Background: an optimization exercise with open tools, aiming at small area, a short achievable clock period and few clock cycles per item. Do not read the settings as production practice.
At most, simulation tests tie the RTL to the original design; equivalence was not proved.
For runs 1, 5 and 6, only the layout was checked, not whether the RTL still works.
Power is estimated from default activity; no workload was simulated.

`flow/design.v`:
```
`timescale 1ns/100ps
package pipe_pkg;
  typedef logic [32-1:0] word_t;
  typedef logic [3-1:0]  reg_t;
  typedef logic [16-1:0]  imm_t;
  typedef enum logic [3:0] {
    OP_AND  = 4'd0,
    OP_NOT  = 4'd1,
    OP_OR   = 4'd2,
    OP_XOR  = 4'd3,
    OP_ADD  = 4'd4,
    OP_SUB  = 4'd5,
    OP_MOV0 = 4'd6,
    OP_MOV1 = 4'd7,
    OP_MOVI = 4'd8
  } opcode_t;
  typedef enum logic {
    FWD_RF = 1'b0,
    FWD_S3 = 1'b1
  } fwd_sel_t;
endpackage
`timescale 1ns/100ps
module inst_queue #(
  parameter int DEPTH = 13
) (
  input  logic        clk,
  input  logic        rst,
  input  logic        in_pass,
  input  logic [19:0] in_enc,
  input  logic        h_adv,
  output logic        in_accept,
  output logic        h_vld,
  output logic [19:0] h_enc
);
  logic [19:0] mem [DEPTH];
  logic [3:0]  wr_ptr;
  logic [3:0]  rd_ptr;
  logic [3:0]  cnt;
  logic        full_r;
  logic        empty_r;
  logic push;
  logic h_free;
  logic buf_wr;
  logic buf_rd;
  logic [3:0] cnt_nxt;
  assign push   = in_pass & ~full_r;
  assign h_free = ~h_vld | h_adv;
  assign buf_rd = h_free & ~empty_r;
  assign buf_wr = push & ~(h_free & empty_r);
  always_comb begin
    cnt_nxt = cnt;
    if (buf_wr & ~buf_rd) cnt_nxt = cnt + 4'd1;
    else if (buf_rd & ~buf_wr) cnt_nxt = cnt - 4'd1;
  end
  always_ff @(posedge clk) begin
    if (rst) begin
      wr_ptr  <= '0;
      rd_ptr  <= '0;
      cnt     <= '0;
      full_r  <= 1'b0;
      empty_r <= 1'b1;
      h_vld   <= 1'b0;
    end else begin
      if (buf_wr) wr_ptr <= (wr_ptr == 4'(DEPTH - 1)) ? 4'd0 : wr_ptr + 4'd1;
      if (buf_rd) rd_ptr <= (rd_ptr == 4'(DEPTH - 1)) ? 4'd0 : rd_ptr + 4'd1;
      cnt     <= cnt_nxt;
      full_r  <= (cnt_nxt == 4'(DEPTH));
      empty_r <= (cnt_nxt == 4'd0);
      if (h_free) h_vld <= ~empty_r | push;
    end
  end
  always_ff @(posedge clk) begin
    if (!full_r) mem[wr_ptr] <= in_enc;
  end
  always_ff @(posedge clk) begin
    if (h_free) h_enc <= empty_r ? in_enc : mem[rd_ptr];
  end
  assign in_accept = ~full_r;
endmodule
`timescale 1ns/100ps
module reg_file #(
  parameter int W = 8
) (
  input  logic  clk,
  input  pipe_pkg::reg_t ra0,
  input  pipe_pkg::reg_t ra1,
  input  logic           wen,
  input  pipe_pkg::reg_t wa,
  input  logic [W-1:0]   wdata,
  output logic [W-1:0]   rdata0,
  output logic [W-1:0]   rdata1
);
  localparam int N_REGS = 1 << 3;
  logic [W-1:0] mem [N_REGS];
  always_ff @(posedge clk) begin
    if (wen) mem[wa] <= wdata;
  end
  assign rdata0 = mem[ra0];
  assign rdata1 = mem[ra1];
endmodule
`timescale 1ns/100ps
module issue_stage (
  input  pipe_pkg::opcode_t in_op,
  input  pipe_pkg::reg_t    in_ra0,
  input  pipe_pkg::reg_t    in_ra1,
  input  pipe_pkg::reg_t    in_wa,
  input  pipe_pkg::imm_t    in_imm,
  output logic [19:0]       enc
);
  logic       movi;
  logic       arith;
  logic       sub;
  logic [3:0] lut;
  always_comb begin
    movi  = 1'b0;
    arith = 1'b0;
    sub   = 1'b0;
    case (in_op)
      pipe_pkg::OP_AND:  lut = 4'b1000;
      pipe_pkg::OP_NOT:  lut = 4'b0011;
      pipe_pkg::OP_OR:   lut = 4'b1110;
      pipe_pkg::OP_XOR:  lut = 4'b0110;
      pipe_pkg::OP_ADD:  begin lut = 4'b0000; arith = 1'b1; end
      pipe_pkg::OP_SUB:  begin lut = 4'b0000; arith = 1'b1; sub = 1'b1; end
      pipe_pkg::OP_MOV0: lut = 4'b1100;
      pipe_pkg::OP_MOV1: lut = 4'b1010;
      pipe_pkg::OP_MOVI: begin lut = 4'b0000; movi = 1'b1; end
      default:           lut = 4'b1100;
    endcase
  end
  assign enc = {in_wa, movi,
                movi ? in_imm : {4'b0000, lut, arith, sub, in_ra1, in_ra0}};
endmodule
`timescale 1ns/100ps
module exec_unit #(
  parameter int N = 4
) (
  input  logic            clk,
  input  logic            rst,
  input  logic            hold,
  input  logic            h_vld,
  input  logic [19:0]     h_enc,
  output logic            h_adv,
  output logic            out_vld,
  output pipe_pkg::reg_t  out_wa,
  output pipe_pkg::word_t out_wdata
);
  localparam int W = 32 / N;
  logic [N-1:0]          v;
  logic [N-1:0][2:0]     wa;
  logic [N-1:0][2:0]     ra0;
  logic [N-1:0][2:0]     ra1;
  logic [N-1:0]          movi;
  logic [N-1:0][3:0]     lut;
  logic [N-1:0]          arith;
  logic [N-1:0]          sub;
  logic [N-1:0]          cin;
  logic [N-1:0]          fwd0;
  logic [N-1:0]          fwd1;
  logic [N-1:0][15:0]    imm;
  logic [N-1:0][W-1:0]   opa;
  logic [N-1:0][W-1:0]   opb;
  logic [N-1:0][W-1:0]   r;
  logic [N-1:0]          wbv;
  logic [N-1:0][2:0]     wbwa;
  logic [N-1:0][W-1:0]   sk;
  logic [N-1:0][W-1:0]   sl;
  logic [N-1:0][31:0]    cr;
  logic [31:0]           out_lo;
  logic [N-1:0]          in_v;
  logic [N-1:0][2:0]     in_wa;
  logic [N-1:0][2:0]     in_ra0;
  logic [N-1:0][2:0]     in_ra1;
  logic [N-1:0]          in_movi;
  logic [N-1:0][3:0]     in_lut;
  logic [N-1:0]          in_arith;
  logic [N-1:0]          in_sub;
  logic [N-1:0][15:0]    in_imm;
  logic [N-1:0][W-1:0]   rd0;
  logic [N-1:0][W-1:0]   rd1;
  logic [N-1:0]          byp0;
  logic [N-1:0]          byp1;
  logic [N-1:0]          ex;
  logic [N-1:0]          fr;
  logic [N-1:0][W-1:0]   a;
  logic [N-1:0][W-1:0]   b;
  logic [N-1:0][W-1:0]   res;
  logic [N-1:0]          cout;
  assign fr[N-1] = ~v[N-1] | ~hold;
  assign ex[N-1] = v[N-1] & ~hold;
  for (genvar k = 0; k < N - 1; k++) begin : g_adv
    assign fr[k] = ~v[k] | fr[k+1];
    assign ex[k] = v[k] & fr[k+1];
  end
  assign h_adv = fr[0];
  assign in_v[0]     = h_vld;
  assign in_wa[0]    = h_enc[19:17];
  assign in_ra0[0]   = h_enc[2:0];
  assign in_ra1[0]   = h_enc[5:3];
  assign in_movi[0]  = h_enc[16];
  assign in_lut[0]   = h_enc[16] ? 4'b1010 : h_enc[11:8];
  assign in_arith[0] = ~h_enc[16] & h_enc[7];
  assign in_sub[0]   = h_enc[6];
  assign in_imm[0]   = h_enc[15:0];
  for (genvar k = 1; k < N; k++) begin : g_in
    assign in_v[k]     = v[k-1];
    assign in_wa[k]    = wa[k-1];
    assign in_ra0[k]   = ra0[k-1];
    assign in_ra1[k]   = ra1[k-1];
    assign in_movi[k]  = movi[k-1];
    assign in_lut[k]   = lut[k-1];
    assign in_arith[k] = arith[k-1];
    assign in_sub[k]   = sub[k-1];
    assign in_imm[k]   = imm[k-1];
  end
  for (genvar k = 0; k < N; k++) begin : g_slice
    reg_file #(.W(W)) i_rf (
      .clk    (clk),
      .ra0    (in_ra0[k]),
      .ra1    (in_ra1[k]),
      .wen    (wbv[k]),
      .wa     (wbwa[k]),
      .wdata  (r[k]),
      .rdata0 (rd0[k]),
      .rdata1 (rd1[k])
    );
    always_ff @(posedge clk) begin
      if (rst) v[k] <= 1'b0;
      else if (fr[k]) v[k] <= in_v[k];
    end
    always_ff @(posedge clk) begin
      if (fr[k]) begin
        wa[k]    <= in_wa[k];
        ra0[k]   <= in_ra0[k];
        ra1[k]   <= in_ra1[k];
        movi[k]  <= in_movi[k];
        lut[k]   <= in_lut[k];
        arith[k] <= in_arith[k];
        sub[k]   <= in_sub[k];
        imm[k]   <= in_imm[k];
      end
    end
    assign byp0[k] = wbv[k] && (wbwa[k] == in_ra0[k]);
    assign byp1[k] = wbv[k] && (wbwa[k] == in_ra1[k]);
    always_ff @(posedge clk) begin
      fwd0[k] <= ex[k] && (wa[k] == in_ra0[k]);
      fwd1[k] <= ex[k] && (wa[k] == in_ra1[k]) && !in_movi[k];
    end
    always_ff @(posedge clk) begin
      if (fr[k] && !byp0[k])                opa[k] <= rd0[k];
      else if (fr[k] || fwd0[k])            opa[k] <= r[k];
      if (fr[k] && in_movi[k])              opb[k] <= (k * W < 16) ? W'(in_imm[k] >> (k * W)) : '0;
      else if (fr[k] && !byp1[k])           opb[k] <= rd1[k];
      else if (fr[k] || fwd1[k])            opb[k] <= r[k];
    end
    assign a[k] = fwd0[k] ? r[k] : opa[k];
    assign b[k] = fwd1[k] ? r[k] : opb[k];
    logic [W+1:0] s;
    logic [W-1:0] l;
    logic         c;
    if (k == 0) begin : g_c0
      assign c = sub[k];
    end else begin : g_cn
      assign c = cin[k];
    end
    assign s = {1'b0, a[k], 1'b1} + {1'b0, b[k] ^ {W{sub[k]}}, c};
    always_comb begin
      for (int i = 0; i < W; i++) begin
        l[i] = lut[k][{a[k][i], b[k][i]}];
      end
    end
    assign res[k]  = arith[k] ? s[W:1] : l;
    assign cout[k] = s[W+1];
    always_ff @(posedge clk) begin
      r[k]    <= res[k];
      wbwa[k] <= wa[k];
    end
    always_ff @(posedge clk) begin
      if (rst) wbv[k] <= 1'b0;
      else     wbv[k] <= ex[k];
    end
    always_ff @(posedge clk) begin
      if (wbv[k]) sk[k] <= r[k];
    end
    assign sl[k] = wbv[k] ? r[k] : sk[k];
    if (k > 0) begin : g_cin
      always_ff @(posedge clk) begin
        if (fr[k]) cin[k] <= cout[k-1];
      end
    end else begin : g_cin0
      assign cin[k] = 1'b0;
    end
    always_ff @(posedge clk) begin
      if (k < 2) cr[k] <= '0;
      else if (fr[k]) cr[k] <= cr[(k < 2) ? 0 : k-1] | (32'(sl[(k < 2) ? 0 : k-2]) << ((k < 2) ? 0 : (k-2) * W));
    end
  end
  always_ff @(posedge clk) begin
    if (rst) out_vld <= 1'b0;
    else     out_vld <= ex[N-1];
  end
  always_ff @(posedge clk) begin
    out_wa <= wa[N-1];
    out_lo <= cr[N-1] | (32'(sl[N-2]) << ((N-2) * W));
  end
  assign out_wdata = {r[N-1], out_lo[(N-1)*W-1:0]};
endmodule
`timescale 1ns/100ps
module precompute_pipe (
  input  logic    clk,
  input  logic    rst,
  input  logic    in_pass,
  input  logic [3:0]  in_op,
  input  logic [2:0]  in_ra0,
  input  logic [2:0]  in_ra1,
  input  logic [2:0]  in_wa,
  input  logic [15:0] in_imm,
  input  logic    hold,
  output logic    in_accept,
  output logic    out_vld,
  output logic [2:0]  out_wa,
  output logic [31:0] out_wdata
);
  logic [19:0] in_enc;
  logic        h_vld;
  logic [19:0] h_enc;
  logic        h_adv;
  issue_stage i_issue_stage (
    .in_op  (pipe_pkg::opcode_t'(in_op)),
    .in_ra0 (in_ra0),
    .in_ra1 (in_ra1),
    .in_wa  (in_wa),
    .in_imm (in_imm),
    .enc    (in_enc)
  );
  inst_queue #(.DEPTH(15 - 4)) i_inst_queue (
    .clk       (clk),
    .rst       (rst),
    .in_pass   (in_pass),
    .in_enc    (in_enc),
    .h_adv     (h_adv),
    .in_accept (in_accept),
    .h_vld     (h_vld),
    .h_enc     (h_enc)
  );
  exec_unit i_exec_unit (
    .clk       (clk),
    .rst       (rst),
    .hold      (hold),
    .h_vld     (h_vld),
    .h_enc     (h_enc),
    .h_adv     (h_adv),
    .out_vld   (out_vld),
    .out_wa    (out_wa),
    .out_wdata (out_wdata)
  );
endmodule
```
`flow/run.sh`:
```
#!/bin/bash
# synth_recipe.tcl (not shown) runs the flow's synth.tcl, then flattens the netlist and writes it again
# the make line also repeats each setting of config.mk as NAME=value (left out here)
make -C /OpenROAD-flow-scripts/flow DESIGN_CONFIG=/design/flow/config.mk WORK_HOME=/design/flow/orfs CLKGATE_MAP_FILE= SYNTH_SCRIPT=/design/flow/synth_recipe.tcl finish
```
`flow/config.mk`:
```
export PLATFORM = sky130hd
export DESIGN_NAME = precompute_pipe
export DESIGN_NICKNAME = precompute_pipe
export VERILOG_FILES = /design/flow/design.v
export SDC_FILE = /design/flow/constraint.sdc
export NUM_CORES = 4
export LEC_CHECK = 0
export CAP_MARGIN = 20
export CORE_MARGIN = 2
export CORE_UTILIZATION = 60
export CTS_CLUSTER_DIAMETER = 100
export CTS_CLUSTER_SIZE = 30
export PLACE_DENSITY = 0.75
export SETUP_SLACK_MARGIN = 2.2
export SLEW_MARGIN = 20
```
`flow/constraint.sdc`:
```
create_clock -name core_clock -period 4.5 [get_ports {clk}]
set_input_delay 0.9000 -clock core_clock [delete_from_list [all_inputs] [get_ports {clk}]]
set_output_delay 0.9000 -clock core_clock [all_outputs]
set_load 0.01 [all_outputs]
```
==> impl_metrics.py, run 1 <==
metrics = {
    "finish": {
        "design.final.nets": 2490,
        "mostFrequentLayoutCells": "sky130_fd_sc_hd__edfxtp_1 (644), sky130_fd_sc_hd__nand2_1 (177), sky130_fd_sc_hd__mux4_2 (172)",
        "final_cell_count_no_fill": 3211,
        "num_antenna_cells": 0,
        "layout_commonest_cell": "sky130_fd_sc_hd__edfxtp_1",
        "area_growth_syn_to_layout_pct": 11.2,
        "layout-drive-gt1-share_pct": 24.1,
    },
    "clock_network": {
        "numCtsBuffers": 31,
        "max-clock-path-buffers": 3,
        "cts.htree.levels": 1,
        "clock_sinks": 795,
        "path_clk_slew_ns": 0.12,
        "clk_root_buffer_cell": "sky130_fd_sc_hd__clkbuf_16",
        "clock_latency_ns": 0.65,
        "hold_bufs_inserted_after_cts": 0,
        "cts_tree": "yes",
    },
    "floorplanning": {
        "initial_utilization_pct": 60.9,
        "coreArea_um2": 57900,
        "die_area_um2": 60700,
        "cell_row_count": 88,
        "pin_count": 70,
        "dieWidth_um": 246,
        "die_h_um": 246,
    },
    "worst_setup_path": {
        "timing.critical_path.cells": "mux2i_4, inv_1, ha_1, a21oi_2, o21ai_4, a2111oi_4, nor3_1, or3b_4",
        "worstSetupEndpoint": "i_exec_unit.r[30]",
        "regToRegSetupSlack_ns": 2.13,
        "cpMaxStageDelayCell": "sky130_fd_sc_hd__dfxtp_4",
        "timing.critical_path.fanout_max": 8,
        "worstPathArrival_ns": 2.89,
        "rr_endpoint": "i_exec_unit.r[30]",
        "timing.critical_path.required_ns": 5.03,
        "worstSetupStartpoint": "i_exec_unit.fwd0[3]",
        "cpPeakStageDelay_ns": 0.47,
        "timing_worst_setup_path_type": "reg -> reg",
        "worst_setup_path_start_kind": "flop",
        "worst_setup_path_end_kind": "flop",
        "worst_r2r_path_depth": 8,
        "r2r_start": "i_exec_unit.fwd0[3]",
    },
    "place": {
        "detailedPlacementHpwl_um": 48400,
        "port_buffers": 69,
        "post-place-cells": 3055,
        "globalplace.congestion": 0.841,
    },
    "global_route": {
        "first_pass_grt_wire_length_um": 116000,
        "grt_pass1_vias": 20500,
        "grt_max_degree": 45,
        "grt_use_met3_pct": 2.10,
        "grt_remaining_overflow": 0,
        "busiest_layer": "met2",
        "global_route.usage.met1_pct": 31.8,
        "gr-usage-met2_pct": 45.2,
        "antenna_found_initial": 1,
        "grt_util_all_layers_pct": 25.0,
    },
    "status": {
        "status": "finished clean",
    },
    "timing": {
        "hold_viol": 0,
        "finalClockSkew_ns": 0.0280,
        "max_freq_mhz": 423,
        "grt_setup_unrepaired": "true",
        "clock_period_minus_worst_slack_ns": 2.37,
        "relSlewSlack_pct": 34.2,
        "finalMaxSlewViolations": 0,
        "final-setup-viol-count": 0,
        "min_period_over_period_pct": 52.6,
        "setup-tns-final_ns": 0,
        "worst-slew-pin-transition_ns": 0.983,
    },
    "route": {
        "final_antenna_net_count": 0,
        "drt_first_pass_iters": 6,
        "initialDrtViolationCount": 1729,
        "post_drt_via_cell_ratio": 6.28,
        "routed_wire_length_per_instance_um": 23.6,
        "finalWirelength_um": 75900,
        "detail_route.drc_violations": 0,
        "num_vias": 20200,
    },
    "power": {
        "max-vdd-ir-drop_mv": 0.665,
        "design_power_total_w": 0.0255,
        "power.density_nw_per_um2": 650,
        "cellLeakagePower_nw": 13.3,
    },
    "synth": {
        "synth_edf_count": 644,
        "total_number_of_yosys_warnings": 4,
        "postSynthNetCount": 2396,
        "syn-cell-area_um2": 35300,
        "avgSynthCellArea_um2": 15.2,
        "synth-main-ff-cell": "sky130_fd_sc_hd__edfxtp_1",
        "post_synthesis_instance_total": 2327,
        "post_synth_num_cell_types": 71,
        "synthArstFlopShare_pct": 0,
        "ys_seq_elements": 795,
        "synth-seq-area-share_pct": 63.4,
    },
    "job": {
        "cap_viol_max_count": 0,
    },
    "hold_path": {
        "worstHoldPathType": "reg -> reg",
    },
}
## layer usage
layer  wire length (um)  share of wire [%]  vias up
met1              30000                 40    10200
met2              39700                 52      647
met3               3620                4.8      161
met5                  0                  0        -
li1                   -                  -     9125
met4               2540                3.4        0
## logic make-up after synthesis
logic type / after synthesis / share of synthesized area (%)
adder cells (fa/ha/maj): 37 / 1.37
XOR/XNOR: 98 / 2.43
flip-flops: 795 / 63.4
buffers and inverters: 184 / 2.27
multiplexers: 441 / 18.9
AND/OR/NAND/NOR: 442 / 5.78
AO/OA/AOI/OAI: 330 / 5.83
## cell type report
type,instances,area (um2)
timing repair inverter,1,7.51
inverter,48,194
timing repair buffer,196,1720
clock inverter,7,90.1
sequential,795,22500
clock buffer,51,851
fill,3839,18700
multi-input combinational,1348,12900
tap,765,957
## critical path, delay by kind of cell, from the launching register on
family / cells / cell delay [ns]
AO/OA/AOI/OAI: 3 / 0.67
buffers and inverters: 1 / 0.06
flip-flops: 1 / 0.47
AND/OR/NAND/NOR: 2 / 0.47
multiplexers: 1 / 0.30
adder cells (fa/ha/maj): 1 / 0.28
## worst min-delay path by stage
stage	slack, ns	from	to	depth (start not counted)
2_1_floorplan	0.32	i_exec_unit.cr[96]	i_exec_unit.out_lo[0]	0
3_3_place_gp	0.33	i_exec_unit.cr[110]	i_exec_unit.out_lo[14]	0
3_5_place_dp	0.33	i_exec_unit.cr[111]	i_exec_unit.out_lo[15]	0
4_1_cts	0.35	i_exec_unit.cr[100]	i_exec_unit.out_lo[4]	0
5_1_grt	0.36	i_exec_unit.cr[100]	i_exec_unit.out_lo[4]	0
6_report	0.35	i_exec_unit.cr[100]	i_exec_unit.out_lo[4]	0
## report_power, final
group / switching, W / leakage, nW / internal, W / total, W
Combinational: 0.00444 / 5.43 / 0.00516 / 0.00960
Clock: 0.00216 / 0.449 / 0.00139 / 0.00355
Sequential: 0.00230 / 7.44 / 0.0100 / 0.0123
Total: 0.00890 / 13.3 / 0.0166 / 0.0255
## Yosys cell counts (all sizes together), types with 8 or more instances
| library cell | count | area [um2] |
|---|---|---|
| edfxtp | 644 | 19300 |
| mux2i | 188 | 1880 |
| nand2 | 178 | 668 |
| mux4 | 172 | 3870 |
| dfxtp | 151 | 3020 |
| o21ai | 127 | 636 |
| nor2 | 108 | 405 |
| mux2 | 81 | 912 |
| xnor2 | 71 | 622 |
| a21oi | 70 | 354 |
| clkbuf | 70 | 264 |
| buf | 66 | 358 |
| inv | 46 | 173 |
| a211oi | 36 | 280 |
| ha | 33 | 413 |
| nor2b | 32 | 200 |
| nor3 | 27 | 135 |
| xor2 | 27 | 236 |
| nand2b | 26 | 163 |
| nand3 | 15 | 75.1 |
| o211ai | 15 | 113 |
| a21o | 11 | 82.6 |
| or3 | 9 | 56.3 |
| and3 | 8 | 50.1 |
| nor4 | 8 | 50.1 |
## metrics by stage
stage / instance area [um2] / utilization (%) / hold WS (ns) / setup WS, ns
6_report: 39200 / 67.7 / 0.351 / 2.13
3_3_place_gp: 36800 / 63.6 / 0.326 / 1.11
3_5_place_dp: 36800 / 63.6 / 0.327 / 1.11
4_1_cts: 38400 / 66.4 / 0.353 / 2.05
5_1_grt: 39200 / 67.7 / 0.364 / 2.04
2_1_floorplan: 35500 / - / 0.323 / 2.20
## what timing repair did
action,CTS,global route
pin swaps,9,33
buffers inserted,46,51
hold endpoints to repair,0,0
resized for setup,157,77
cloned,1,0
endpoints found under the setup margin,229,92
## registers in the layout, indices dropped and copies added (netlist names), 8 cells and up, named ones only
| signal | flops |
|---|---|
| i_exec_unit.g_slice.i_rf.mem | 256 |
| i_inst_queue.mem | 220 |
| i_exec_unit.opa | 32 |
| i_exec_unit.opb | 32 |
| i_exec_unit.r | 32 |
| i_exec_unit.cr | 24 |
| i_exec_unit.out_lo | 23 |
| i_inst_queue.h_enc | 20 |
| i_exec_unit.sk | 17 |
| i_exec_unit.lut | 16 |
| i_exec_unit.wa | 12 |
| i_exec_unit.imm | 11 |
| i_exec_unit.wbwa | 9 |
| i_exec_unit.ra0 | 8 |
| i_exec_unit.ra1 | 8 |
==> run 2, diff against run 1 <==
--- a/flow/design.v
+++ b/flow/design.v
@@ -133,7 +133,7 @@
 endmodule
 `timescale 1ns/100ps
 module exec_unit #(
-  parameter int N = 4
+  parameter int N = 8
 ) (
   input  logic            clk,
   input  logic            rst,
@@ -333,7 +333,7 @@
     .in_imm (in_imm),
     .enc    (in_enc)
   );
-  inst_queue #(.DEPTH(15 - 4)) i_inst_queue (
+  inst_queue #(.DEPTH(15 - 8)) i_inst_queue (
     .clk       (clk),
     .rst       (rst),
     .in_pass   (in_pass),
--- a/flow/config.mk
+++ b/flow/config.mk
@@ -11,5 +11,5 @@
 export CTS_CLUSTER_DIAMETER = 100
 export CTS_CLUSTER_SIZE = 30
 export PLACE_DENSITY = 0.75
-export SETUP_SLACK_MARGIN = 2.2
+export SETUP_SLACK_MARGIN = 2.5
 export SLEW_MARGIN = 20
==> impl_metrics.py, run 2 <==
metrics = {
    "place": {
        "place_area_um2": 40500,
        "worst_case_setup_slack_after_placement_ns": 0.833,
        "detailedPlacementHpwl_um": 53400,
        "port_buffers": 69,
        "globalplace.congestion": 0.848,
    },
    "global_route": {
        "grt_pass1_vias": 21400,
        "grt_remaining_overflow": 0,
        "grt_util_all_layers_pct": 24.0,
        "antenna_found_initial": 1,
        "grt_max_degree": 47,
        "first_pass_grt_wire_length_um": 123000,
    },
    "route": {
        "routed_wire_length_per_instance_um": 22.7,
        "detail_route.drc_violations": 0,
        "num_vias": 21000,
        "initialDrtViolationCount": 1647,
        "post_drt_via_cell_ratio": 6.02,
        "drt_first_pass_iters": 5,
        "finalWirelength_um": 79300,
        "final_antenna_net_count": 0,
    },
    "clock_network": {
        "clock_latency_ns": 0.62,
        "clock_sinks": 919,
        "clk_root_buffer_cell": "sky130_fd_sc_hd__clkbuf_16",
        "cts.htree.levels": 2,
        "path_clk_slew_ns": 0.11,
        "max-clock-path-buffers": 3,
        "cts_tree": "yes",
        "numCtsBuffers": 36,
    },
    "finish": {
        "largest_register_ffs": 256,
        "biggestRegsByFlops": "i_exec_unit.g_slice.i_rf.mem x256, i_inst_queue.mem x140, i_exec_unit.cr x84",
        "final-seq-area_um2": 25600,
        "mostFrequentLayoutCells": "sky130_fd_sc_hd__edfxtp_1 (701), sky130_fd_sc_hd__nand2_1 (201), sky130_fd_sc_hd__mux2i_1 (168)",
        "fillerInstances": 4286,
        "layout-drive-gt1-share_pct": 26.0,
        "area_growth_syn_to_layout_pct": 11.2,
        "num_antenna_cells": 0,
        "multi_input_area_um2": 13300,
        "final_core_util_pct": 67.1,
        "layout_commonest_cell": "sky130_fd_sc_hd__edfxtp_1",
        "finish.instance_area_um2": 42900,
        "design.final.nets": 2683,
        "registers.top_by_ff_count": "i_exec_unit.g_slice.i_rf.mem",
    },
    "power": {
        "design_power_total_w": 0.0273,
        "power.density_nw_per_um2": 636,
        "cellLeakagePower_nw": 15.1,
        "max-vdd-ir-drop_mv": 0.327,
    },
    "floorplanning": {
        "dieWidth_um": 258,
        "cell_row_count": 93,
        "initial_utilization_pct": 60.3,
        "die_area_um2": 66400,
        "die_h_um": 258,
        "pin_count": 70,
        "coreArea_um2": 64000,
    },
    "timing": {
        "clock_period_minus_worst_slack_ns": 2.06,
        "worst-slew-pin-transition_ns": 0.747,
        "finalMaxSlewViolations": 0,
        "setup_ws_ns": 2.44,
        "hold_viol": 0,
        "relSlewSlack_pct": 49.8,
        "finalClockSkew_ns": 0.0279,
        "min_period_over_period_pct": 45.8,
        "final-setup-viol-count": 0,
        "setup-tns-final_ns": 0,
        "max_freq_mhz": 485,
        "grt_setup_unrepaired": "true",
    },
    "synth": {
        "ys_seq_elements": 919,
        "synth_edf_count": 701,
        "syn-cell-area_um2": 38600,
        "netlist.top_cell.by_area": "sky130_fd_sc_hd__edfxtp_1",
        "synthArstFlopShare_pct": 0,
        "post_synth_num_cell_types": 67,
        "ys_top_cells_by_area": "sky130_fd_sc_hd__edfxtp_1 (55%), sky130_fd_sc_hd__dfxtp_1 (11%), sky130_fd_sc_hd__mux4_2 (8.6%)",
        "synth-seq-area-share_pct": 65.8,
        "ys_top_cells_by_count": "sky130_fd_sc_hd__edfxtp_1 (701), sky130_fd_sc_hd__dfxtp_1 (218), sky130_fd_sc_hd__nand2_1 (207)",
        "avgSynthCellArea_um2": 15.4,
        "yosysTopAreaCellShare_pct": 54.5,
        "post-synth-top-count-cell": "sky130_fd_sc_hd__edfxtp_1",
        "total_number_of_yosys_warnings": 4,
        "postSynthNetCount": 2580,
        "synth-main-ff-cell": "sky130_fd_sc_hd__edfxtp_1",
        "post_synthesis_instance_total": 2507,
    },
    "worst_setup_path": {
        "timing.critical_path.buf_inv": 2,
        "cpMaxStageDelayCell": "sky130_fd_sc_hd__dfxtp_4",
        "timing.critical_path.fanout_max": 2,
        "worst_setup_path_end_kind": "output pin",
        "timing.critical_path.max_delay_family": "flip-flops",
        "timing_worst_setup_path_type": "reg -> out",
        "worstPathArrival_ns": 1.16,
        "cpPeakStageDelay_ns": 0.37,
        "timing.critical_path.required_ns": 3.60,
        "worst_setup_path_start_kind": "flop",
        "timing.critical_path.cells": "inv_4, buf_6",
    },
    "hold_path": {
        "worstHoldPathType": "reg -> reg",
    },
    "status": {
        "status": "finished clean",
    },
    "job": {
        "cap_viol_max_count": 0,
    },
}
## run 2: changes by cell type after synthesis, sizes merged, moves of 14 or more
cell | previous run | this run
a211oi | 36 | 4
buf | 66 | 47
clkbuf | 70 | 86
dfxtp | 151 | 218
edfxtp | 644 | 701
mux2 | 81 | 130
mux4 | 172 | 150
nand2 | 178 | 207
nand2b | 26 | 43
nand4 | 2 | 16
o211ai | 15 | 0
xnor2 | 71 | 127
## run 2: cell families (layout without fill, tap and decap cells)
| kind of cell | after synthesis | after routing | share of synthesized area, % |
|---|---|---|---|
| flip-flops | 919 | 919 | 65.8 |
| multiplexers | 474 | 474 | 17.6 |
| AND/OR/NAND/NOR | 472 | 474 | 5.62 |
| AO/OA/AOI/OAI | 270 | 270 | 4.05 |
| buffers and inverters | 174 | 302 | 1.88 |
| XOR/XNOR | 157 | 157 | 3.56 |
| adder cells (fa/ha/maj) | 41 | 41 | 1.46 |
## run 2: worst paths after layout
check | startpoint | endpoint | slack [ns] | cells after the start
max | i_inst_queue.full_r | in_accept | 2.44 | 2
min | i_exec_unit.cr[242] | i_exec_unit.out_lo[18] | 0.35 | 0
max reg2reg | i_exec_unit.fwd1[4] | i_exec_unit.cin[5] | 2.50 | 8
min reg2reg | i_exec_unit.cr[242] | i_exec_unit.out_lo[18] | 0.35 | 0
## run 2: worst reg2reg max path, cell delays in order, from the launching register on
cell,delay (ns)
sky130_fd_sc_hd__dfxtp_4,0.43
sky130_fd_sc_hd__mux2i_4,0.29
sky130_fd_sc_hd__xnor2_2,0.17
sky130_fd_sc_hd__ha_1,0.27
sky130_fd_sc_hd__a21o_1,0.17
sky130_fd_sc_hd__a21oi_2,0.17
sky130_fd_sc_hd__nor2b_1,0.07
sky130_fd_sc_hd__o21ai_1,0.13
sky130_fd_sc_hd__nand2b_1,0.07
## run 2: per-stage QoR
step | std cells | hold WS, ns
2_1_floorplan | 2507 | 0.323
3_3_place_gp | 3316 | 0.327
3_5_place_dp | 3316 | 0.328
4_1_cts | 3451 | 0.353
5_1_grt | 3492 | 0.361
6_report | 3492 | 0.351
## run 2: per-layer routing
layer  GRT usage (%)  vias up  routed length, um
li1                -     9654                  -
met1            30.7    10600              31500
met2            43.2      592              41900
met3            2.83      119               3640
met4            6.78        2               2170
met5               0        -                 15
## run 2: repair_timing
action | CTS | global route
buffers inserted | 68 | 41
hold endpoints to repair | 0 | 0
endpoints found under the setup margin | 487 | 137
gates cloned | 2 | 0
pin swaps | 12 | 29
hold buffers | 0 | 0
resized for setup | 324 | 66
## run 2: power breakdown
part	switching, W	total [W]	internal [W]
logic	0.00358	0.00838	0.00480
clock network	0.00244	0.00403	0.00159
registers	0.00289	0.0149	0.0120
total	0.00892	0.0273	0.0184
## run 2: layout make-up
| type | count | area share [%] |
|---|---|---|
| flip-flops and latches | 919 | 59.6 |
| multi-input cells | 1416 | 31.1 |
| repair buffers | 196 | 3.87 |
| well taps | 855 | 2.49 |
| clock buffers | 60 | 2.36 |
| inverters | 41 | 0.501 |
| clock inverters | 5 | 0.0816 |
Testbench counts of run 2, summed over its fixed seeds: cycles 12,080, items 12,000.
==> run 3, diff against run 2 <==
--- a/flow/config.mk
+++ b/flow/config.mk
@@ -7,9 +7,9 @@
 export LEC_CHECK = 0
 export CAP_MARGIN = 20
 export CORE_MARGIN = 2
-export CORE_UTILIZATION = 60
+export CORE_UTILIZATION = 70
 export CTS_CLUSTER_DIAMETER = 100
 export CTS_CLUSTER_SIZE = 30
-export PLACE_DENSITY = 0.75
-export SETUP_SLACK_MARGIN = 2.5
+export PLACE_DENSITY = 0.8
+export SETUP_SLACK_MARGIN = 2.4
 export SLEW_MARGIN = 20
==> impl_metrics.py, run 3 <==
metrics = {
    "status": {
        "status": "finished clean",
    },
    "timing": {
        "finalMaxSlewViolations": 0,
        "clock_period_minus_worst_slack_ns": 2.15,
        "hold_viol": 0,
        "final-setup-viol-count": 0,
        "grt_setup_unrepaired": "true",
        "worst-slew-pin-transition_ns": 0.729,
        "relSlewSlack_pct": 50.7,
        "max_freq_mhz": 466,
        "setup-tns-final_ns": 0,
        "finalClockSkew_ns": 0.0192,
        "min_period_over_period_pct": 47.7,
    },
    "synth": {
        "post_synth_num_cell_types": 67,
        "synth-main-ff-cell": "sky130_fd_sc_hd__edfxtp_1",
        "synth-seq-area-share_pct": 65.8,
        "total_number_of_yosys_warnings": 4,
        "synthArstFlopShare_pct": 0,
        "synth_edf_count": 701,
        "ys_top_cells_by_area": "sky130_fd_sc_hd__edfxtp_1 (55%), sky130_fd_sc_hd__dfxtp_1 (11%), sky130_fd_sc_hd__mux4_2 (8.6%)",
        "avgSynthCellArea_um2": 15.4,
        "post-synth-top-count-cell": "sky130_fd_sc_hd__edfxtp_1",
        "syn-cell-area_um2": 38600,
        "netlist.top_cell.by_area": "sky130_fd_sc_hd__edfxtp_1",
        "post_synthesis_instance_total": 2507,
        "postSynthNetCount": 2580,
        "ys_seq_elements": 919,
        "ys_top_cells_by_count": "sky130_fd_sc_hd__edfxtp_1 (701), sky130_fd_sc_hd__dfxtp_1 (218), sky130_fd_sc_hd__nand2_1 (207)",
        "yosysTopAreaCellShare_pct": 54.5,
    },
    "global_route": {
        "first_pass_grt_wire_length_um": 125000,
        "grt_max_degree": 49,
        "grt_pass1_vias": 21700,
        "antenna_found_initial": 1,
        "grt_util_all_layers_pct": 28.8,
        "grt_remaining_overflow": 0,
    },
    "finish": {
        "final_core_util_pct": 76.9,
        "layout-drive-gt1-share_pct": 22.9,
        "largest_register_ffs": 256,
        "layout_commonest_cell": "sky130_fd_sc_hd__edfxtp_1",
        "mostFrequentLayoutCells": "sky130_fd_sc_hd__edfxtp_1 (701), sky130_fd_sc_hd__nand2_1 (204), sky130_fd_sc_hd__mux2i_1 (176)",
        "registers.top_by_ff_count": "i_exec_unit.g_slice.i_rf.mem",
        "area_growth_syn_to_layout_pct": 9.08,
        "finish.instance_area_um2": 42100,
        "num_antenna_cells": 0,
        "biggestRegsByFlops": "i_exec_unit.g_slice.i_rf.mem x256, i_inst_queue.mem x140, i_exec_unit.cr x84",
        "fillerInstances": 3129,
        "design.final.nets": 2652,
    },
    "power": {
        "cellLeakagePower_nw": 14.9,
        "max-vdd-ir-drop_mv": 0.403,
        "power.density_nw_per_um2": 641,
        "design_power_total_w": 0.0270,
    },
    "place": {
        "detailedPlacementHpwl_um": 54100,
        "place_area_um2": 40000,
        "globalplace.congestion": 0.865,
        "port_buffers": 69,
    },
    "worst_setup_path": {
        "timing.critical_path.cells": "mux2i_4, xnor2_1, ha_1, a21o_1, a21oi_1, nor2b_1, o21ai_0, nand2b_1",
        "timing.critical_path.max_delay_family": "compound AO/OA/AOI/OAI gates",
        "cpMaxStageDelayCell": "sky130_fd_sc_hd__dfxtp_4",
        "worst_r2r_path_depth": 8,
        "worst_setup_path_end_kind": "flop",
        "timing.critical_path.fanout_max": 5,
        "worst_setup_path_start_kind": "flop",
        "timing_worst_setup_path_type": "reg -> reg",
        "worstPathArrival_ns": 2.51,
        "timing.critical_path.buf_inv": 0,
        "cpPeakStageDelay_ns": 0.41,
        "timing.critical_path.required_ns": 4.86,
        "worst-path-stages": 8,
    },
    "clock_network": {
        "cts_tree": "yes",
        "clock_latency_ns": 0.61,
        "cts.htree.levels": 2,
        "hold_bufs_inserted_after_cts": 0,
        "numCtsBuffers": 36,
        "clk_root_buffer_cell": "sky130_fd_sc_hd__clkbuf_16",
        "max-clock-path-buffers": 3,
        "clock_sinks": 919,
        "path_clk_slew_ns": 0.11,
    },
    "route": {
        "finalWirelength_um": 80900,
        "detail_route.drc_violations": 0,
        "post_drt_via_cell_ratio": 6.43,
        "routed_wire_length_per_instance_um": 24.4,
        "initialDrtViolationCount": 1715,
        "drt_first_pass_iters": 7,
        "final_antenna_net_count": 0,
        "num_vias": 21300,
    },
    "hold_path": {
        "worstHoldPathType": "reg -> reg",
        "hold-path-cell-count": 0,
    },
    "floorplanning": {
        "coreArea_um2": 54800,
        "pin_count": 70,
        "initial_utilization_pct": 70.5,
        "dieWidth_um": 239,
        "die_area_um2": 57100,
        "cell_row_count": 86,
        "die_h_um": 239,
    },
    "job": {
        "cap_viol_max_count": 0,
    },
}
run 3: cell type report:
class	count	area, um2	area share [%]
flip-flops and latches	919	25600	60.7
inverters	41	195	0.463
well taps	704	881	2.09
repair buffers	163	1350	3.21
clock inverters	3	26.3	0.0624
clock buffers	62	1040	2.47
repair inverters	2	17.5	0.0416
multi-input cells	1416	13000	31.0
run 3: final timing paths:
check	start	end	slack, ns
worst max register to register	i_exec_unit.fwd1[2]	i_exec_unit.cin[3]	2.35
worst min register to register	i_exec_unit.cr[241]	i_exec_unit.out_lo[17]	0.35
worst max-delay path	i_exec_unit.fwd1[2]	i_exec_unit.cin[3]	2.35
worst min-delay path	i_exec_unit.cr[241]	i_exec_unit.out_lo[17]	0.35
run 3: cell families after synthesis:
group / Yosys count / synth area share, %
flops: 919 / 65.8
simple gates: 472 / 5.62
xor+xnor: 157 / 3.56
compound gates: 270 / 4.05
fa+ha+maj: 41 / 1.46
buf+inv: 174 / 1.88
mux: 474 / 17.6
run 3: stage by stage:
step	std cells	setup WS (ns)	hold slack, ns
final	3310	2.35	0.350
after global routing	3310	2.23	0.355
after global placement	3166	0.996	0.325
after CTS	3283	2.31	0.352
after detailed placement	3166	0.876	0.327
after floorplan	2507	2.01	0.323
run 3: power breakdown:
| part | switching (W) | internal [W] | leakage, nW |
|---|---|---|---|
| logic | 0.00357 | 0.00451 | 5.52 |
| registers | 0.00289 | 0.0120 | 8.84 |
| clock network | 0.00242 | 0.00162 | 0.510 |
run 3: what timing repair did:
action,4_1_cts,5_1_grt
buffers inserted,47,27
cloned,5,0
resized for setup,251,57
setup endpoints to repair,397,75
endpoints found under the hold margin,0,0
pin swaps,3,19
run 3: metal layers:
metal  share of wire (%)  track usage (%)  vias up
met4                 3.3             9.03        2
li1                    -                -     9592
met1                  39             37.9    10800
met3                 5.7             3.58      161
met2                  52             50.5      745
met5               0.014                0        -
==> run 4, diff against run 3 <==
--- a/flow/config.mk
+++ b/flow/config.mk
@@ -7,9 +7,9 @@
 export LEC_CHECK = 0
 export CAP_MARGIN = 20
 export CORE_MARGIN = 2
-export CORE_UTILIZATION = 70
+export CORE_UTILIZATION = 50
 export CTS_CLUSTER_DIAMETER = 100
 export CTS_CLUSTER_SIZE = 30
-export PLACE_DENSITY = 0.8
+export PLACE_DENSITY = 0.65
 export SETUP_SLACK_MARGIN = 2.4
 export SLEW_MARGIN = 20
==> impl_metrics.py, run 4 <==
metrics = {
    "status": {
        "status": "finished clean",
    },
    "global_route": {
        "grt_util_all_layers_pct": 20.3,
        "antenna_found_initial": 0,
        "first_pass_grt_wire_length_um": 124000,
        "grt_remaining_overflow": 0,
        "grt_pass1_vias": 21100,
        "grt_max_degree": 47,
    },
    "clock_network": {
        "cts_tree": "yes",
        "clock_sinks": 919,
        "numCtsBuffers": 37,
        "path_clk_slew_ns": 0.11,
        "clock_latency_ns": 0.61,
        "max-clock-path-buffers": 3,
        "cts.htree.levels": 2,
        "hold_bufs_inserted_after_cts": 0,
        "clk_root_buffer_cell": "sky130_fd_sc_hd__clkbuf_16",
    },
    "finish": {
        "layout-drive-gt1-share_pct": 24.3,
        "layout_commonest_cell": "sky130_fd_sc_hd__edfxtp_1",
        "mostFrequentLayoutCells": "sky130_fd_sc_hd__edfxtp_1 (701), sky130_fd_sc_hd__nand2_1 (202), sky130_fd_sc_hd__mux2i_1 (174)",
        "num_antenna_cells": 0,
        "largest_register_ffs": 256,
        "area_growth_syn_to_layout_pct": 10.9,
        "registers.top_by_ff_count": "i_exec_unit.g_slice.i_rf.mem",
        "final_core_util_pct": 56.2,
        "final_cell_count_no_fill": 3652,
        "design.final.nets": 2666,
        "biggestRegsByFlops": "i_exec_unit.g_slice.i_rf.mem x256, i_inst_queue.mem x140, i_exec_unit.cr x84",
    },
    "power": {
        "design_power_total_w": 0.0271,
        "power.share.sequential_pct": 55.0,
        "net-switching-power_w": 0.00886,
        "power.share.switching_pct": 32.7,
        "comb_power_share_pct": 29.3,
        "p_clk_share_pct": 15.6,
        "cellLeakagePower_nw": 15.0,
        "power.density_nw_per_um2": 632,
        "max-vdd-ir-drop_mv": 0.370,
        "cell_internal_pwr_w": 0.0182,
    },
    "synth": {
        "total_number_of_yosys_warnings": 4,
        "netlist.top_cell.by_area": "sky130_fd_sc_hd__edfxtp_1",
        "synth_edf_count": 701,
        "ys_seq_elements": 919,
        "synthArstFlopShare_pct": 0,
        "post_synth_num_cell_types": 67,
        "ys_top_cells_by_area": "sky130_fd_sc_hd__edfxtp_1 (55%), sky130_fd_sc_hd__dfxtp_1 (11%), sky130_fd_sc_hd__mux4_2 (8.6%)",
        "post-synth-top-count-cell": "sky130_fd_sc_hd__edfxtp_1",
        "syn-cell-area_um2": 38600,
        "avgSynthCellArea_um2": 15.4,
        "synth-seq-area-share_pct": 65.8,
        "postSynthNetCount": 2580,
        "synth-main-ff-cell": "sky130_fd_sc_hd__edfxtp_1",
        "ys_top_cells_by_count": "sky130_fd_sc_hd__edfxtp_1 (701), sky130_fd_sc_hd__dfxtp_1 (218), sky130_fd_sc_hd__nand2_1 (207)",
        "post_synthesis_instance_total": 2507,
        "yosysTopAreaCellShare_pct": 54.5,
    },
    "worst_setup_path": {
        "worstSetupEndpoint": "out_wdata[28]",
        "worst_r2r_path_depth": 8,
        "worstSetupStartpoint": "i_exec_unit.r[28]",
        "timing.critical_path.buf_inv": 2,
        "cpPeakStageDelay_ns": 0.37,
        "worstPathArrival_ns": 1.20,
        "timing_worst_setup_path_type": "reg -> out",
        "regToRegSetupSlack_ns": 2.45,
        "cpMaxStageDelayCell": "sky130_fd_sc_hd__dfxtp_4",
        "r2r_start": "i_exec_unit.fwd0[4]",
        "worst-path-stages": 2,
        "timing.critical_path.cells": "buf_12, buf_6",
        "timing.critical_path.max_delay_family": "flip-flops",
        "timing.critical_path.required_ns": 3.60,
        "worst_setup_path_end_kind": "output pin",
        "worst_setup_path_start_kind": "flop",
        "rr_endpoint": "i_exec_unit.r[19]",
        "timing.critical_path.fanout_max": 2,
    },
    "place": {
        "detailedPlacementHpwl_um": 55000,
        "port_buffers": 69,
        "globalplace.congestion": 0.850,
        "worst_case_setup_slack_after_placement_ns": 0.914,
        "post-place-cells": 3490,
    },
    "timing": {
        "setup_ws_ns": 2.40,
        "grt_setup_unrepaired": "true",
        "finalMaxSlewViolations": 0,
        "final-setup-viol-count": 0,
        "min_period_over_period_pct": 46.6,
        "finalClockSkew_ns": 0.0234,
        "relSlewSlack_pct": 47.6,
        "clock_period_minus_worst_slack_ns": 2.10,
        "max_freq_mhz": 477,
        "hold_viol": 0,
        "worst-slew-pin-transition_ns": 0.780,
        "setup-tns-final_ns": 0,
    },
    "route": {
        "detail_route.drc_violations": 0,
        "initialDrtViolationCount": 1585,
        "num_vias": 20700,
        "drt_first_pass_iters": 5,
        "routed_wire_length_per_instance_um": 22.1,
        "finalWirelength_um": 80700,
        "final_antenna_net_count": 0,
        "post_drt_via_cell_ratio": 5.67,
    },
    "floorplanning": {
        "initial_utilization_pct": 50.7,
        "dieWidth_um": 282,
        "coreArea_um2": 76200,
        "cell_row_count": 101,
        "die_h_um": 282,
        "pin_count": 70,
        "die_area_um2": 79500,
    },
    "hold_path": {
        "worstHoldPathType": "reg -> reg",
    },
    "job": {
        "cap_viol_max_count": 0,
    },
}
-- run 4: power by group through the flow --
stage               Sequential (W)  Combinational [W]  Clock, W
floorplan                   0.0132            0.00659         0
global placement            0.0150            0.00709         0
detailed placement          0.0151            0.00730         0
CTS                         0.0149            0.00775   0.00437
global route                0.0152            0.00871   0.00464
finish                      0.0149            0.00794   0.00423
-- run 4: worst min path at each step --
stage	startpoint	endpoint	cells past startpoint
finish	i_exec_unit.cr[246]	i_exec_unit.out_lo[22]	0
global route	i_exec_unit.cr[225]	i_exec_unit.out_lo[1]	0
CTS	i_exec_unit.cr[246]	i_exec_unit.out_lo[22]	0
detailed placement	i_exec_unit.cr[224]	i_exec_unit.out_lo[0]	0
global placement	i_exec_unit.cr[247]	i_exec_unit.out_lo[23]	0
floorplan	i_exec_unit.cr[224]	i_exec_unit.out_lo[0]	0
-- run 4: stage by stage --
step                hold slack [ns]  instance area, um2
floorplan                     0.323               39000
global placement              0.326               40400
detailed placement            0.328               40400
CTS                           0.353               42300
global route                  0.362               42800
finish                        0.351               42800
-- run 4: layout make-up --
class                      instances  area (um2)
timing repair inverter             2        17.5
inverter                          41         200
fill                            5879       33400
clock inverter                     6        55.1
timing repair buffer             176        1470
tap                             1030        1290
sequential                       919       25600
multi-input combinational       1416       13100
clock buffer                      62        1090
-- run 4: timing repair --
| item | CTS | global route |
|---|---|---|
| resized for setup | 265 | 78 |
| buffers inserted | 43 | 47 |
| pin swaps | 5 | 15 |
| cloned | 4 | 0 |
| endpoints found under the setup margin | 442 | 103 |
-- run 4: cells by family after synthesis --
| kind of cell | count (synthesis) | synth area share (%) |
|---|---|---|
| flops | 919 | 65.8 |
| simple gates | 472 | 5.62 |
| compound gates | 270 | 4.05 |
| xor+xnor | 157 | 3.56 |
| fa+ha+maj | 41 | 1.46 |
| buf+inv | 174 | 1.88 |
| mux | 474 | 17.6 |
-- run 4: worst reg2reg max path, stage by stage (launching register included) --
cell and delay [ns]:
sky130_fd_sc_hd__dfxtp_2 0.45, sky130_fd_sc_hd__mux2i_1 0.42, sky130_fd_sc_hd__inv_1 0.09, sky130_fd_sc_hd__ha_1 0.34, sky130_fd_sc_hd__a21o_1 0.20, sky130_fd_sc_hd__a21oi_1 0.21, sky130_fd_sc_hd__xnor2_1 0.15, sky130_fd_sc_hd__nand2_1 0.06
sky130_fd_sc_hd__o21ai_0 0.08
-- run 4: routing by layer --
layer	up-vias	wire (um)	track usage, %
met1	10500	33700	25.7
met3	114	2400	1.82
met5	-	0	0
met2	416	42400	37.0
met4	0	2180	6.03
li1	9623	-	-
==> run 5, diff against run 4 <==
--- a/flow/design.v
+++ b/flow/design.v
@@ -272,8 +272,12 @@
     assign res[k]  = arith[k] ? s[W:1] : l;
     assign cout[k] = s[W+1];
     always_ff @(posedge clk) begin
-      r[k]    <= res[k];
-      wbwa[k] <= wa[k];
+      r[k] <= res[k];
+    end
+    if (k < N - 1) begin : g_wbwa
+      assign wbwa[k] = wa[k+1];
+    end else begin : g_wbwa_last
+      assign wbwa[k] = out_wa;
     end
     always_ff @(posedge clk) begin
       if (rst) wbv[k] <= 1'b0;
--- a/flow/config.mk
+++ b/flow/config.mk
@@ -7,9 +7,9 @@
 export LEC_CHECK = 0
 export CAP_MARGIN = 20
 export CORE_MARGIN = 2
-export CORE_UTILIZATION = 50
+export CORE_UTILIZATION = 60
 export CTS_CLUSTER_DIAMETER = 100
 export CTS_CLUSTER_SIZE = 30
-export PLACE_DENSITY = 0.65
+export PLACE_DENSITY = 0.75
 export SETUP_SLACK_MARGIN = 2.4
 export SLEW_MARGIN = 20
==> impl_metrics.py, run 5 <==
metrics = {
    "status": {
        "status": "finished clean",
    },
    "route": {
        "initialDrtViolationCount": 1935,
        "detail_route.drc_violations": 0,
        "routed_wire_length_per_instance_um": 22.8,
        "finalWirelength_um": 78500,
        "num_vias": 20700,
        "final_antenna_net_count": 0,
        "post_drt_via_cell_ratio": 6.02,
        "drt_first_pass_iters": 5,
    },
    "worst_setup_path": {
        "worstPathArrival_ns": 2.61,
        "timing.critical_path.required_ns": 5.01,
        "timing.critical_path.fanout_max": 8,
        "worst_setup_path_start_kind": "input pin",
        "timing_worst_setup_path_type": "in -> reg",
        "worst_setup_path_end_kind": "flop",
    },
    "synth": {
        "syn-cell-area_um2": 38300,
        "synthArstFlopShare_pct": 0,
        "synth-seq-area-share_pct": 65.3,
        "avgSynthCellArea_um2": 15.3,
        "synth-main-ff-cell": "sky130_fd_sc_hd__edfxtp_1",
        "post-synth-top-count-cell": "sky130_fd_sc_hd__edfxtp_1",
        "post_synth_num_cell_types": 66,
        "yosysTopAreaCellShare_pct": 55.0,
        "synth_compound_area_share_pct": 4.02,
        "ys_top_cells_by_count": "sky130_fd_sc_hd__edfxtp_1 (701), sky130_fd_sc_hd__nand2_1 (229), sky130_fd_sc_hd__dfxtp_1 (197)",
        "synth_top_family_by_area": "multiplexers",
        "postSynthNetCount": 2583,
        "post_synthesis_instance_total": 2510,
        "ys_seq_elements": 898,
        "post_synth_mux_area_share_pct": 17.6,
        "synth_edf_count": 701,
        "yosys.area_share.simple_pct": 6.12,
        "ys_top_cells_by_area": "sky130_fd_sc_hd__edfxtp_1 (55%), sky130_fd_sc_hd__dfxtp_1 (10%), sky130_fd_sc_hd__mux4_2 (8.6%)",
        "total_number_of_yosys_warnings": 4,
        "synth_adder_area_share_pct": 1.47,
        "synth_xor_xnor_area_share_pct": 3.57,
        "netlist.top_cell.by_area": "sky130_fd_sc_hd__edfxtp_1",
    },
    "timing": {
        "hold_viol": 0,
        "setup-tns-final_ns": 0,
        "setup_ws_ns": 2.40,
        "grt_setup_unrepaired": "true",
        "clock_period_minus_worst_slack_ns": 2.10,
        "worst-slew-pin-transition_ns": 0.791,
        "relSlewSlack_pct": 46.9,
        "final-setup-viol-count": 0,
        "holdWs_ns": 0.344,
        "max_freq_mhz": 476,
        "finalMaxSlewViolations": 0,
        "min_period_over_period_pct": 46.7,
        "finalClockSkew_ns": 0.0249,
    },
    "finish": {
        "layout_commonest_cell": "sky130_fd_sc_hd__edfxtp_1",
        "registers.top_by_ff_count": "i_exec_unit.g_slice.i_rf.mem",
        "design.final.nets": 2645,
        "num_antenna_cells": 0,
        "mostFrequentLayoutCells": "sky130_fd_sc_hd__edfxtp_1 (701), sky130_fd_sc_hd__nand2_1 (225), sky130_fd_sc_hd__mux2i_1 (164)",
        "layout-drive-gt1-share_pct": 23.4,
        "final_cell_count_no_fill": 3445,
        "area_growth_syn_to_layout_pct": 9.64,
        "largest_register_ffs": 256,
        "biggestRegsByFlops": "i_exec_unit.g_slice.i_rf.mem x256, i_inst_queue.mem x140, i_exec_unit.cr x84",
        "fillerInstances": 4384,
    },
    "power": {
        "max-vdd-ir-drop_mv": 0.331,
        "cellLeakagePower_nw": 14.8,
        "power.density_nw_per_um2": 649,
        "design_power_total_w": 0.0273,
    },
    "place": {
        "worst_case_setup_slack_after_placement_ns": 0.849,
        "detailedPlacementHpwl_um": 53600,
        "post-place-cells": 3310,
        "port_buffers": 69,
        "globalplace.congestion": 0.858,
    },
    "global_route": {
        "grt_util_all_layers_pct": 23.8,
        "antenna_found_initial": 1,
        "first_pass_grt_wire_length_um": 122000,
        "grt_max_degree": 46,
        "grt_pass1_vias": 21100,
        "grt_remaining_overflow": 0,
    },
    "floorplanning": {
        "initial_utilization_pct": 60.7,
        "coreArea_um2": 63100,
        "dieWidth_um": 257,
        "pin_count": 70,
        "die_area_um2": 65800,
        "cell_row_count": 92,
        "die_h_um": 257,
    },
    "clock_network": {
        "hold_bufs_inserted_after_cts": 0,
        "cts_tree": "yes",
        "clock_sinks": 898,
        "cts.htree.levels": 2,
        "clk_root_buffer_cell": "sky130_fd_sc_hd__clkbuf_16",
        "clock_latency_ns": 0.61,
        "path_clk_slew_ns": 0.11,
        "numCtsBuffers": 36,
        "max-clock-path-buffers": 3,
    },
    "job": {
        "cap_viol_max_count": 0,
    },
    "hold_path": {
        "worstHoldPathType": "reg -> reg",
    },
}
==> run 5: changes by cell type after synthesis, sizes merged, moves of 4 or more <==
cell,change
a21oi,-4
buf,-7
clkbuf,+8
dfxtp,-21
mux2i,-9
nand2,+22
nand3,+5
nor2,+4
nor3,+4
o21ai,-6
==> run 5: cell families (layout without fill, tap and decap cells) <==
logic type / count (synthesis) / in the layout
mux: 466 / 466
xor+xnor: 156 / 156
flops: 898 / 898
fa+ha+maj: 41 / 41
compound gates: 263 / 263
simple gates: 507 / 507
buf+inv: 179 / 268
==> run 5: layer usage <==
layer  vias to the layer above  global-route usage, %  share of wire, %
met3                       108                   2.95               4.8
met1                     10500                   30.4                40
li1                       9572                      -                 -
met4                         2                   6.02               2.2
met2                       557                   43.2                53
met5                         -                      0             0.020
==> run 5: path summary, 6_finish.rpt <==
kind / start / to / slack (ns) / depth (start not counted)
min: i_exec_unit.cr[230] / i_exec_unit.out_lo[6] / 0.34 / 0
min reg2reg: i_exec_unit.cr[230] / i_exec_unit.out_lo[6] / 0.34 / 0
max: in_op[0] / flop / 2.40 / 6
max reg2reg: flop / i_exec_unit.opb[4] / 2.45 / 4
==> run 5: per-stage QoR <==
stage	instance area (um2)	util, %
after floorplan	38600	-
after global placement	39900	63.2
after detailed placement	39900	63.2
after CTS	41600	65.9
after global routing	42000	66.5
final	42000	66.5
==> run 5: area by class of cell <==
class / instances / area [um2] / share of cell area [%]
Clock buffer: 60 / 1010 / 2.41
Clock inverter: 5 / 51.3 / 0.122
Inverter: 45 / 251 / 0.599
Multi-Input combinational cell: 1433 / 13100 / 31.2
Sequential cell: 898 / 25200 / 60.0
Tap cell: 846 / 1060 / 2.52
Timing Repair Buffer: 156 / 1300 / 3.09
Timing Repair inverter: 2 / 13.8 / 0.0328
==> run 5: repair_timing <==
item                                    in CTS  in global routing
endpoints found under the setup margin     456                107
resized for setup                          251                 78
gates cloned                                 0                  2
pin swaps                                    8                  9
buffers inserted                            31                 37
==> run 5: worst max-delay path: stages <==
cell	delay, ns
sky130_fd_sc_hd__dlygate4sd2_1	0.31
sky130_fd_sc_hd__nor3b_4	0.21
sky130_fd_sc_hd__and2_4	0.28
sky130_fd_sc_hd__mux2_4	0.36
sky130_fd_sc_hd__mux2_2	0.28
sky130_fd_sc_hd__mux2_2	0.26
==> run 5: power by group <==
group | total [W] | switching [W] | internal [W]
sequential | 0.0149 | 0.00300 | 0.0119
clock | 0.00402 | 0.00242 | 0.00160
combinational | 0.00838 | 0.00365 | 0.00473
==> run 6, diff against run 5 <==
--- a/flow/config.mk
+++ b/flow/config.mk
@@ -11,5 +11,5 @@
 export CTS_CLUSTER_DIAMETER = 100
 export CTS_CLUSTER_SIZE = 30
 export PLACE_DENSITY = 0.75
-export SETUP_SLACK_MARGIN = 2.4
+export SETUP_SLACK_MARGIN = 2.3
 export SLEW_MARGIN = 20
==> impl_metrics.py, run 6 <==
metrics = {
    "finish": {
        "biggestRegsByFlops": "i_exec_unit.g_slice.i_rf.mem x256, i_inst_queue.mem x140, i_exec_unit.cr x84",
        "area_growth_syn_to_layout_pct": 8.43,
        "layout-drive-gt1-share_pct": 19.8,
        "largest_register_ffs": 256,
        "design.final.nets": 2615,
        "fillerInstances": 4403,
        "registers.top_by_ff_count": "i_exec_unit.g_slice.i_rf.mem",
        "num_antenna_cells": 0,
        "mostFrequentLayoutCells": "sky130_fd_sc_hd__edfxtp_1 (701), sky130_fd_sc_hd__nand2_1 (227), sky130_fd_sc_hd__mux2i_1 (168)",
        "layout_commonest_cell": "sky130_fd_sc_hd__edfxtp_1",
    },
    "synth": {
        "synth-seq-area-share_pct": 65.3,
        "syn-cell-area_um2": 38300,
        "post-synth-top-count-cell": "sky130_fd_sc_hd__edfxtp_1",
        "post_synthesis_instance_total": 2510,
        "synth-main-ff-cell": "sky130_fd_sc_hd__edfxtp_1",
        "total_number_of_yosys_warnings": 4,
        "postSynthNetCount": 2583,
        "post_synth_num_cell_types": 66,
        "ys_top_cells_by_area": "sky130_fd_sc_hd__edfxtp_1 (55%), sky130_fd_sc_hd__dfxtp_1 (10%), sky130_fd_sc_hd__mux4_2 (8.6%)",
        "synth_edf_count": 701,
        "avgSynthCellArea_um2": 15.3,
        "yosysTopAreaCellShare_pct": 55.0,
        "synthArstFlopShare_pct": 0,
        "ys_top_cells_by_count": "sky130_fd_sc_hd__edfxtp_1 (701), sky130_fd_sc_hd__nand2_1 (229), sky130_fd_sc_hd__dfxtp_1 (197)",
        "netlist.top_cell.by_area": "sky130_fd_sc_hd__edfxtp_1",
        "ys_seq_elements": 898,
    },
    "route": {
        "finalWirelength_um": 79000,
        "final_antenna_net_count": 0,
        "num_vias": 20800,
        "post_drt_via_cell_ratio": 6.08,
        "initialDrtViolationCount": 1821,
        "routed_wire_length_per_instance_um": 23.1,
        "detail_route.drc_violations": 0,
        "drt_first_pass_iters": 7,
    },
    "worst_setup_path": {
        "worst_setup_path_start_kind": "input pin",
        "timing.critical_path.required_ns": 4.99,
        "worstSetupStartpoint": "in_op[2]",
        "timing_worst_setup_path_type": "in -> reg",
        "timing.critical_path.fanout_max": 8,
        "worst_r2r_path_depth": 6,
        "worst_setup_path_end_kind": "flop",
        "regToRegSetupSlack_ns": 2.33,
        "rr_endpoint": "i_exec_unit.opb[6]",
        "r2r_start": "i_exec_unit.v[1]",
        "worstPathArrival_ns": 2.68,
    },
    "hold_path": {
        "hold-path-cell-count": 0,
        "hold_start": "i_exec_unit.cr[246]",
        "worstHoldPathType": "reg -> reg",
        "worst_hold_end": "i_exec_unit.out_lo[22]",
    },
    "floorplanning": {
        "dieWidth_um": 257,
        "cell_row_count": 92,
        "die_h_um": 257,
        "pin_count": 70,
        "coreArea_um2": 63100,
        "initial_utilization_pct": 60.7,
        "die_area_um2": 65800,
    },
    "clock_network": {
        "cts_tree": "yes",
        "path_clk_slew_ns": 0.11,
        "hold_bufs_inserted_after_cts": 0,
        "clock_latency_ns": 0.60,
        "max-clock-path-buffers": 3,
        "numCtsBuffers": 36,
        "clock_sinks": 898,
        "clk_root_buffer_cell": "sky130_fd_sc_hd__clkbuf_16",
        "cts.htree.levels": 2,
    },
    "power": {
        "power.share.switching_pct": 33.3,
        "comb_power_share_pct": 30.0,
        "power.density_nw_per_um2": 652,
        "net-switching-power_w": 0.00902,
        "power.share.sequential_pct": 55.2,
        "design_power_total_w": 0.0271,
        "cell_internal_pwr_w": 0.0181,
        "p_clk_share_pct": 14.8,
        "max-vdd-ir-drop_mv": 0.370,
        "cellLeakagePower_nw": 14.6,
    },
    "status": {
        "status": "finished clean",
    },
    "place": {
        "port_buffers": 69,
        "globalplace.congestion": 0.873,
        "detailedPlacementHpwl_um": 54600,
    },
    "timing": {
        "clock_period_minus_worst_slack_ns": 2.19,
        "final-setup-viol-count": 0,
        "finalMaxSlewViolations": 0,
        "max_freq_mhz": 457,
        "grt_setup_unrepaired": "true",
        "worst-slew-pin-transition_ns": 0.831,
        "hold_viol": 0,
        "finalClockSkew_ns": 0.0179,
        "setup-tns-final_ns": 0,
        "min_period_over_period_pct": 48.6,
        "relSlewSlack_pct": 44.6,
    },
    "global_route": {
        "grt_max_degree": 61,
        "first_pass_grt_wire_length_um": 122000,
        "grt_pass1_vias": 21100,
        "antenna_found_initial": 1,
        "grt_remaining_overflow": 0,
        "grt_util_all_layers_pct": 24.0,
    },
    "job": {
        "cap_viol_max_count": 0,
    },
}
-- run 6: cell counts after synthesis --
Identical to the previous run, type by type.
-- run 6: how the worst max path moves through the flow --
stage	endpoint
floorplan	flop
global placement	i_exec_unit.opb[9]
detailed placement	i_exec_unit.opb[11]
CTS	i_inst_queue.full_r
global route	i_exec_unit.cin[4]
finish	flop
-- run 6: power groups by stage --
stage	Combinational [W]	Clock (W)	Sequential, W
after global placement	0.00738	0	0.0151
after floorplan	0.00705	0	0.0130
after CTS	0.00789	0.00409	0.0150
after global routing	0.00892	0.00436	0.0153
after detailed placement	0.00762	0	0.0152
final	0.00812	0.00400	0.0150
-- run 6: routing by layer --
metal	share of wire, %	track usage, %	up-vias	wire [um]
li1	-	-	9488	-
met1	41	32.7	10500	32700
met2	50	41.1	640	39900
met3	5.6	2.67	115	4430
met4	2.5	7.06	2	1950
met5	0.016	0	-	13
-- run 6: metrics by stage --
| step | cell area [um2] | std cells | utilization, % | setup WS (ns) | hold WS (ns) |
|---|---|---|---|---|---|
| after floorplan | 38400 | 2510 | - | 1.99 | 0.323 |
| after global placement | 39700 | 3309 | 62.9 | 0.891 | 0.329 |
| after detailed placement | 39700 | 3309 | 62.9 | 0.747 | 0.330 |
| after CTS | 41200 | 3397 | 65.3 | 2.30 | 0.355 |
| after global routing | 41500 | 3414 | 65.8 | 2.25 | 0.361 |
| final | 41500 | 3414 | 65.8 | 2.31 | 0.351 |
-- run 6: final cells by class --
| class | count | area [um2] | share of cell area, % |
|---|---|---|---|
| multi-input combinational | 1433 | 12900 | 31.1 |
| timing repair buffer | 128 | 1120 | 2.70 |
| sequential | 898 | 25100 | 60.6 |
| inverter | 45 | 230 | 0.555 |
| tap | 846 | 1060 | 2.55 |
| clock inverter | 3 | 33.8 | 0.0814 |
| clock buffer | 61 | 1040 | 2.50 |
-- run 6: timing repair --
item / 4_1_cts / 5_1_grt
resized for setup: 148 / 59
setup buffers: 24 / 17
endpoints found under the setup margin: 518 / 47
pin swaps: 6 / 7
hold endpoints to repair: 0 / 0
-- run 6: cell families (layout without fill, tap and decap cells) --
logic type	after synthesis	after routing	synth area share (%)
compound gates	263	263	4.02
xor+xnor	156	156	3.57
fa+ha+maj	41	41	1.47
buf+inv	179	237	1.96
flops	898	898	65.3
mux	466	466	17.6
simple gates	507	507	6.12
-- run 6: worst max-delay path, cell delays in order --
cell                            delay [ns]
sky130_fd_sc_hd__dlygate4sd2_1        0.32
sky130_fd_sc_hd__nor3b_4              0.24
sky130_fd_sc_hd__and2_4               0.30
sky130_fd_sc_hd__mux2_4               0.36
sky130_fd_sc_hd__mux2_2               0.28
sky130_fd_sc_hd__mux2_2               0.27

-- static timing again, ports no longer ideal --
In the flow no input, the clock included, has a driving cell. The finished layouts below were timed again as built, in two steps. Step 1 sets driving cells, clkbuf_16 on the clock port and buf_2 on the other inputs (assumed; they add their load-dependent delay and slew). Step 2 moves the port delays by t, midway between the first and last clock arrival at a register: inputs arrive t later, outputs are due t later. That takes back most of the time a late clock gives input paths. Three values: ideal, step 1, step 2; two values: the first two.
run	t (ns)	slack for setup (ns)	worst hold slack (ns)	worst register clock-pin slew, ns	cell pins on the clock port's net
run 1	0.694	2.133 / 2.133 / 1.616	0.351 / 0.351 / 0.351	0.12 / 0.12	1
run 2	0.662	2.439 / 2.382 / 1.886	0.351 / 0.351 / 0.351	0.12 / 0.12	1
run 3	0.659	2.352 / 2.352 / 1.815	0.350 / 0.350 / 0.350	0.12 / 0.12	1
run 4	0.667	2.402 / 2.339 / 1.801	0.351 / 0.351 / 0.351	0.12 / 0.12	1
run 5	0.657	2.400 / 2.375 / 1.772	0.344 / 0.344 / 0.344	0.12 / 0.12	1
run 6	0.641	2.313 / 2.288 / 1.711	0.351 / 0.351 / 0.351	0.11 / 0.11	1
After both steps every run listed still meets setup and hold. The setup slack of run 5, which loses most, moves by -0.025 ns with the drivers and by -0.628 ns with both steps.
